What follows belongs to an exercise in optimizing a design on an open flow for small area and a short achievable clock period; a production flow would make more cautious choices.
Where RTL was checked, it was by simulation tests only, not by an equivalence proof against the original.
No activity file was given, so power comes from the tool's default toggle rates.

Design ex_stage, start of the top module:
module ex_stage (
	input  logic        clk,
	input  logic        rst_i,
	input  logic        valid_i,
	input  logic [31:0] inst_i,
	input  logic [63:0] op1_i,
	input  logic [63:0] op2_i,
	input  logic [63:0] jump_base_i,
	input  logic [63:0] jump_offset_i,
	input  logic        reg_wr_en_i,
	input  logic [4:0]  reg_wr_addr_i,
	output logic        out_valid_o,
	output logic        reg_wr_en_o,
	output logic [4:0]  reg_wr_addr_o,
	output logic [63:0] reg_wr_data_o,
	output logic        jump_en_o,
	output logic [63:0] jump_addr_o
);
export LEC_CHECK = 0
export ABC_AREA = 1
export CAP_MARGIN = 20
export CORE_MARGIN = 2
export CORE_UTILIZATION = 60
export CTS_CLUSTER_DIAMETER = 80
export CTS_CLUSTER_SIZE = 24
export SETUP_SLACK_MARGIN = 2.7
export SLEW_MARGIN = 20
export TNS_END_PERCENT = 5
create_clock -name core_clock -period 5.0 [get_ports {clk}]
standard.sh (not shown) runs the stock make flow with config.mk's settings and CLKGATE_MAP_FILE= SYNTH_SCRIPT=/design/flow/synth_recipe.tcl, a recipe that flattens the netlist after the stock synthesis.
==> flow/flow/run.sh <==
#!/bin/bash
# Standard layout, with plain buf_1 cells as the port buffers and more
# antenna repair passes. If antenna violations remain after detailed
# routing, the layout is redone once with a slightly different placement
# density so that the routes change.
ARGS=(BUFFER_PORTS_ARGS="-buffer_cell sky130_fd_sc_hd__buf_1" MAX_REPAIR_ANTENNAS_ITER_DRT=10 MAX_REPAIR_ANTENNAS_ITER_GRT=10)
bash standard.sh "${ARGS[@]}" > standard.log 2>&1
REP=orfs/reports/sky130hd/ex_stage/base/drt_antennas.log
if [[ ! -f out/final.def ]] || grep -q VIOLATED "$REP" 2>/dev/null; then
  mkdir -p attempt1
  cp standard.log attempt1/standard.log
  cp -r orfs/logs attempt1/logs 2>/dev/null
  cp "$REP" attempt1/ 2>/dev/null
  rm -rf orfs out/final.def
  bash standard.sh "${ARGS[@]}" PLACE_DENSITY_LB_ADDON=0.02 > standard_retry.log 2>&1
fi
==> next run, changes <==
--- a/flow/design.v
+++ b/flow/design.v
@@ -161,19 +161,19 @@
 	input  logic [4:0]  reg_wr_addr_i,
 	output logic        out_valid_o,
 	output logic        reg_wr_en_o,
 	output logic [4:0]  reg_wr_addr_o,
 	output logic [63:0] reg_wr_data_o,
 	output logic        jump_en_o,
 	output logic [63:0] jump_addr_o
 );
 	parameter int LO       = 32;
-	parameter int TLO      = 48;
+	parameter int TLO      = 32;
 	parameter int ARCH     = 0;
 	localparam int HI  = 64 - LO;
 	localparam int THI = 64 - TLO;
 	logic [6:0] opc;
 	logic [2:0] f3;
 	logic       b30;
 	logic       is_op, is_opi, is_alu, is_br, is_jmp, is_add;
 	assign opc    = inst_i[6:0];
 	assign f3     = inst_i[14:12];
Result:
- critical path depth is higher by 3
- clock-buffer cell count is lower by 1
- combinational power is higher by about 2%
- clock power is lower by about 7%
- global-route usage stays flat

========
== v6 ==
RTL: one of the versions met above, not the one the previous note started from.
Size: ~4,100 cells after synthesis, ~430 I/O pins.
==> module ex_prefix, before the edit <==
module ex_prefix #(
	parameter int W    = 64,
	parameter int ARCH = 0
) (
	input  logic [W-1:0] g,
	input  logic [W-1:0] p,
	input  logic         cin,
	output logic [W-1:0] c
);
	localparam int L = (W <= 2) ? 1 : (W <= 4) ? 2 : (W <= 8) ? 3 : (W <= 16) ? 4 : (W <= 32) ? 5 : 6;
	logic [W-1:0] gl [0:2*L];
	logic [W-1:0] pl [0:2*L];
	always_comb begin
		for (int l = 0; l <= 2*L; l++) begin
			gl[l] = '0;
			pl[l] = '0;
		end
		gl[0]    = g;
		pl[0]    = p;
		gl[0][0] = g[0] | (p[0] & cin);
		if (ARCH == 0) begin
			for (int l = 0; l < L; l++) begin
				gl[l+1] = gl[l];
				pl[l+1] = pl[l];
				for (int i = 0; i < W; i++) begin
					if (((i >> l) & 1) == 1) begin
						gl[l+1][i] = gl[l][i] | (pl[l][i] & gl[l][((i >> l) << l) - 1]);
						pl[l+1][i] = pl[l][i] & pl[l][((i >> l) << l) - 1];
					end
				end
			end
			c = gl[L];
		end else if (ARCH == 1) begin
			for (int l = 0; l < L; l++) begin
				gl[l+1] = gl[l];
				pl[l+1] = pl[l];
				for (int i = 0; i < W; i++) begin
					if (i >= (1 << l)) begin
						gl[l+1][i] = gl[l][i] | (pl[l][i] & gl[l][i - (1 << l)]);
						pl[l+1][i] = pl[l][i] & pl[l][i - (1 << l)];
					end
				end
			end
			c = gl[L];
		end else begin
			for (int l = 0; l < L; l++) begin
				gl[l+1] = gl[l];
				pl[l+1] = pl[l];
				for (int i = 0; i < W; i++) begin
					if ((i % (2 << l)) == (2 << l) - 1) begin
						gl[l+1][i] = gl[l][i] | (pl[l][i] & gl[l][i - (1 << l)]);
						pl[l+1][i] = pl[l][i] & pl[l][i - (1 << l)];
					end
				end
			end
			for (int l = L - 2; l >= 0; l--) begin
				gl[2*L-1-l] = gl[2*L-2-l];
				pl[2*L-1-l] = pl[2*L-2-l];
				for (int i = 0; i < W; i++) begin
					if ((i % (2 << l)) == (1 << l) - 1 && i >= (2 << l)) begin
						gl[2*L-1-l][i] = gl[2*L-2-l][i] | (pl[2*L-2-l][i] & gl[2*L-2-l][i - (1 << l)]);
						pl[2*L-1-l][i] = pl[2*L-2-l][i] & pl[2*L-2-l][i - (1 << l)];
					end
				end
			end
			c = gl[2*L-1];
		end
	end
endmodule
export LEC_CHECK = 0
export ABC_AREA = 1
export CAP_MARGIN = 20
export CORE_MARGIN = 2
export CORE_UTILIZATION = 60
export SETUP_SLACK_MARGIN = 2.3
export SLEW_MARGIN = 20
export TNS_END_PERCENT = 5
create_clock -name core_clock -period 5.0 [get_ports {clk}]
==> flow/flow/run.sh <==
#!/bin/bash
# Standard layout, with plain buf_1 cells as the port buffers.
bash standard.sh BUFFER_PORTS_ARGS="-buffer_cell sky130_fd_sc_hd__buf_1" > standard.log 2>&1
v6 finished every stage; the final checks, however, were not passed, the failures being antenna rules.
The following lists how v7 was set up differently from v6:
-- flow/design.v --
<<< v6, line 87
	output logic [W-1:0] c
);
	localparam int L = (W <= 2) ? 1 : (W <= 4) ? 2 : (W <= 8) ? 3 : (W <= 16) ? 4 : (W <= 32) ? 5 : 6;
	logic [W-1:0] gl [0:2*L];
	logic [W-1:0] pl [0:2*L];
>>> v7, line 87
	output logic [W-1:0] c
);
	localparam int L = $clog2(W);
	logic [W-1:0] gl [0:2*L];
	logic [W-1:0] pl [0:2*L];
### Flow results
Finished, but not clean: v7, with antenna rules.
Any difference in H-tree depth reported by CTS between v7 and v6 is small enough to ignore.
As far as sequential share of layout area is concerned, v7 and v6 perform about the same.
Final weighted congestion of routability-driven global placement came out exactly the same in v6 and v7.
Diff v6 -> v7: multi-input gate area in the final layout has remained practically unchanged, clock insertion delay at the later pin of the skew report has remained practically unchanged.
No functional check of the RTL was part of v7.

-- afterwards: timing with drivers on the ports --
In the flow no input, the clock included, has a driving cell. The finished layouts below were timed again as built, in two steps.
Step 1, drivers: a clkbuf_16 drives clk and a buf_2 each remaining input, both assumed.
Step 2 times the ports against the registers' clock, not the clock port: input delays grow and output delays shrink by t, the midpoint of the rising clock arrivals with the driver on.
Three values: no drivers, after step 1, after step 2; two values: the first two.
run	t (ns)	setup slack, ns	latest minus earliest clock arrival (ns)	worst slew at a driven data input, ns	pins driven straight from the clock port
the first run of note 1	0.617	2.397 / 2.423 / 1.807	0.032 / 0.033	0.12	1
the second run of note 1	0.602	2.394 / 2.409 / 1.808	0.032 / 0.032	0.11	1
v6	0.625	2.235 / 2.261 / 1.647	0.021 / 0.021	0.11	1
v7	0.625	2.235 / 2.261 / 1.647	0.021 / 0.021	0.11	1
For the first run of note 1, which loses most, drivers alone change the setup slack by +0.026 ns; drivers and shift together by -0.590 ns.
